What follows belongs to an exercise in optimizing a design on an open flow for small area and few clock cycles; a production flow would make more cautious choices.
In this exercise RTL edits were held to simulation tests only and were not proved equivalent to the original.

==> flow/design.v <==
package bsfr_pkg;
  localparam int MAX_RESULTS = 8;
  localparam int CFG_IDX_W   = 3;
  localparam logic [CFG_IDX_W-1:0] REG_REPLACE_MODE  = 3'd0;
  localparam logic [CFG_IDX_W-1:0] REG_PATTERN_BYTES = 3'd1;
  localparam logic [CFG_IDX_W-1:0] REG_PATTERN_LEN   = 3'd2;
  localparam logic [CFG_IDX_W-1:0] REG_WORD_BYTES    = 3'd3;
  localparam logic [CFG_IDX_W-1:0] REG_WORD_LEN      = 3'd4;
  localparam logic MODE_TOKEN  = 1'b0;
  localparam logic MODE_STRING = 1'b1;
endpackage
module bsfr_out_buf (
  input  logic               clk,
  input  logic               rst,
  input  logic               accept,      
  input  logic [7:0]         mask_load,   
  input  logic               wsrc_load,   
  input  logic               bare_load,   
  input  logic               last,        
  input  logic [7:0][7:0]    hist,        
  input  logic [7:0][7:0]    word,
  input  logic               word_set,    
  output logic               more,        
  output logic               top_busy,    
  output logic               result_valid,
  input  logic               result_ready,
  output logic [7:0]         result_byte,
  output logic               result_byte_valid,
  output logic               result_string_end,
  output logic               result_run_end
);
  logic [7:0] mask;
  logic       wsrc;
  logic       hsrc;
  logic       bare;
  logic       slast;
  logic [7:0] mask_pop;
  logic [7:0] mask_base;
  logic [7:0] sel;
  logic       pop;
  always_comb begin
    for (int k = 0; k < 8; k++) begin
      mask_pop[k] = mask[k] && (k < 7 ? mask[k+1] : 1'b0);
      sel[k]      = mask[k] && !(k < 7 ? mask[k+1] : 1'b0);
    end
    result_byte = '0;
    for (int k = 0; k < 8; k++) begin
      result_byte = result_byte
                  | (hist[k]   & {8{sel[k] && hsrc}})
                  | (word[7-k] & {8{sel[k] && wsrc}});
    end
  end
  assign result_valid      = (|mask) || bare;
  assign result_run_end    = !(|mask_pop);
  assign result_string_end = slast && result_run_end;
  assign result_byte_valid = !bare;
  assign pop       = result_valid && result_ready;
  assign more      = result_valid && !(result_run_end && result_ready);
  assign top_busy  = mask[7] && hsrc && !pop;
  assign mask_base = pop ? mask_pop : mask;
  always_ff @(posedge clk) begin
    if (rst) begin
      mask <= '0;
      bare <= 1'b0;
    end else if (accept) begin
      mask <= (hsrc ? {mask_base[6:0], 1'b0} : mask_base) | mask_load;
      bare <= (bare && !pop) || bare_load;
    end else if (pop) begin
      mask <= mask_pop;
      bare <= 1'b0;
    end
  end
  always_ff @(posedge clk) begin
    if (accept && !more) begin
      slast <= last;
      wsrc  <= wsrc_load && word_set;
      hsrc  <= !wsrc_load;
    end
  end
endmodule
module byte_stream_find_replace (
  input  logic        clk,
  input  logic        rst,
  input  logic        text_valid,
  output logic        text_ready,
  input  logic [7:0]  text_byte,
  input  logic        text_last,
  output logic        result_valid,
  input  logic        result_ready,
  output logic [7:0]  result_byte,
  output logic        result_byte_valid,
  output logic        result_string_end,
  output logic        result_run_end,
  input  logic        cfg_valid,
  output logic        cfg_ready,
  input  logic [2:0]  cfg_index,
  input  logic [63:0] cfg_data
);
  logic              replace_mode;
  logic [7:0][7:0]   pattern_bytes;
  logic [3:0]        pattern_len;
  logic [7:0][7:0]   word_bytes;
  logic [3:0]        word_len;
  logic [7:0][7:0]   hist;       
  logic [6:0]        occ;        
  logic [6:0]        d;          
  logic [7:0]        eq;
  logic [7:0]        pm;         
  logic [7:0]        poh;        
  logic [7:0]        wm;         
  logic [7:0]        occ_app;
  logic [7:0]        dn;
  logic              strm;
  logic              full;
  logic              match;
  logic              hit;
  logic              grow;
  logic              more;
  logic              top_busy;
  logic              accept;
  logic [7:0]        mask_load;
  logic              wsrc_load;
  logic [7:0]        wm_rev;
  logic              bare_load;
  logic [6:0]        occ_next;
  logic [6:0]        d_next;
  logic              pat_set;    
  logic              word_set;   
  logic              eqz;
  assign eqz = (text_byte == 8'h00);
  always_comb begin
    for (int i = 0; i < 8; i++) begin
      eq[i] = pat_set ? (text_byte == pattern_bytes[i]) : eqz;
      pm[i] = pattern_len[3] || (pattern_len[2:0] > 3'(i));
      wm[i] = word_len[3] || (word_len[2:0] > 3'(i));
      wm_rev[7-i] = wm[i];
    end
    for (int i = 0; i < 8; i++) begin
      poh[i] = pm[i] && !(i < 7 ? pm[i+1] : 1'b0);
    end
    occ_app = {occ, 1'b1};
    dn      = {d & eq[7:1], eq[0]};
    strm    = (replace_mode == bsfr_pkg::MODE_STRING) && pm[0];
    full    = |(occ_app & poh);
    match   = |(dn & poh);
    hit     = |(eq & pm);
    grow    = strm && !full && !text_last;
  end
  always_comb begin
    mask_load = '0;
    wsrc_load = 1'b0;
    bare_load = 1'b0;
    occ_next  = '0;
    d_next    = '0;
    if (strm) begin
      if (match) begin
        mask_load = wm_rev;
        wsrc_load = 1'b1;
        bare_load = text_last && !wm[0];
      end else if (full) begin
        mask_load = text_last ? occ_app : poh;
        if (!text_last) begin
          occ_next = occ;
          d_next   = dn[6:0];
        end
      end else if (text_last) begin
        mask_load = occ_app;
      end else begin
        occ_next = occ_app[6:0];
        d_next   = dn[6:0];
      end
    end else if (replace_mode == bsfr_pkg::MODE_TOKEN && hit) begin
      mask_load = wm_rev;
      wsrc_load = 1'b1;
      bare_load = text_last && !wm[0];
    end else begin
      mask_load = 8'b1;
    end
  end
  assign text_ready = !more || (grow && !top_busy);
  assign accept     = text_valid && text_ready;
  assign cfg_ready  = 1'b1;
  bsfr_out_buf u_out_buf (
    .clk               (clk),
    .rst               (rst),
    .accept            (accept),
    .mask_load         (mask_load),
    .wsrc_load         (wsrc_load),
    .bare_load         (bare_load),
    .last              (text_last),
    .hist              (hist),
    .word              (word_bytes),
    .word_set          (word_set),
    .more              (more),
    .top_busy          (top_busy),
    .result_valid      (result_valid),
    .result_ready      (result_ready),
    .result_byte       (result_byte),
    .result_byte_valid (result_byte_valid),
    .result_string_end (result_string_end),
    .result_run_end    (result_run_end)
  );
  always_ff @(posedge clk) begin
    if (cfg_valid && cfg_index == bsfr_pkg::REG_PATTERN_BYTES) begin
      pattern_bytes <= cfg_data;
    end
    if (cfg_valid && cfg_index == bsfr_pkg::REG_WORD_BYTES) begin
      word_bytes <= cfg_data;
    end
  end
  always_ff @(posedge clk) begin
    if (rst) begin
      pat_set  <= 1'b0;
      word_set <= 1'b0;
    end else if (cfg_valid) begin
      if (cfg_index == bsfr_pkg::REG_PATTERN_BYTES) pat_set  <= 1'b1;
      if (cfg_index == bsfr_pkg::REG_WORD_BYTES)    word_set <= 1'b1;
    end
  end
  always_ff @(posedge clk) begin
    if (rst) begin
      replace_mode <= bsfr_pkg::MODE_TOKEN;
      pattern_len  <= '0;
      word_len     <= '0;
      occ          <= '0;
      d            <= '0;
    end else begin
      if (accept) begin
        occ <= occ_next;
        d   <= d_next;
      end
      if (cfg_valid) begin
        unique case (cfg_index)
          bsfr_pkg::REG_REPLACE_MODE: begin
            replace_mode <= cfg_data[0];
            occ          <= '0;
            d            <= '0;
          end
          bsfr_pkg::REG_PATTERN_LEN: begin
            pattern_len <= cfg_data[3:0];
            occ         <= '0;
            d           <= '0;
          end
          bsfr_pkg::REG_WORD_LEN: word_len <= cfg_data[3:0];
          default: ;
        endcase
      end
    end
  end
  always_ff @(posedge clk) begin
    if (accept) begin
      hist <= {hist[6:0], text_byte};
    end
  end
endmodule
clock: 6.0 ns
lec_check: 0
cap_margin: 20
core_margin: 2
core_utilization: 78
cts_buf_list: sky130_fd_sc_hd__clkbuf_16
cts_cluster_diameter: 100
cts_cluster_size: 27
slew_margin: 20
standard.sh (not shown) runs the stock make flow with config.mk's settings and CLKGATE_MAP_FILE= SYNTH_SCRIPT=/design/flow/synth_recipe.tcl, a recipe that flattens the netlist after the stock synthesis.
==> flow/flow/run.sh <==
#!/bin/bash
# The standard layout, with each port buffered by the smallest buffer cell.
set -euo pipefail
export BUFFER_PORTS_ARGS="-buffer_cell sky130_fd_sc_hd__buf_1"
bash standard.sh finish > standard_flow.log 2>&1
The baseline finished clean.
Testbench counts at the start, summed over its fixed seeds: cycles 43,086.
Next try:
--- a/flow/config.mk
+++ b/flow/config.mk
@@ -8,7 +8,7 @@
 export CAP_MARGIN = 20
 export CORE_MARGIN = 2
-export CORE_UTILIZATION = 78
-export CTS_BUF_LIST = sky130_fd_sc_hd__clkbuf_16
-export CTS_CLUSTER_DIAMETER = 100
-export CTS_CLUSTER_SIZE = 27
+export CORE_UTILIZATION = 75
+export CTS_BUF_LIST = sky130_fd_sc_hd__clkbuf_8 sky130_fd_sc_hd__clkbuf_16
+export CTS_CLUSTER_DIAMETER = 60
+export CTS_CLUSTER_SIZE = 24
 export SLEW_MARGIN = 20
Cell count rose by about 0.8%; area after synthesis does not change; global-route usage falls by 0.20 points; first-iteration DRC count went down by 5.6%; setup slack got worse by 0.17 ns; utilization came out lower by 2.6 points.

re-timing with driven ports:
In the flow no input, the clock included, has a driving cell. The finished layouts below were timed again as built, in two steps.
Step 1: set_driving_cell puts a clkbuf_16 on clk and a buf_2 on each other input, an assumption about the parent block.
Step 2 adds t to the input delays and takes it off the output delays; t is the mean of the earliest and latest rising clock arrival at the registers after step 1. Input paths then give back, and output paths get back, about the clock's delay inside the block.
a / b / c = ideal ports / drivers / drivers and shift; a / b = the first two.
| run | shift t [ns] | setup WS [ns] | clock arrival spread, ns |
|---|---|---|---|
| the first run | 0.500 | 1.326 / 1.281 / 1.490 | 0.020 / 0.020 |
| the second run | 0.521 | 1.160 / 1.117 / 1.523 | 0.014 / 0.014 |
After both steps setup and hold are still met in every run listed.
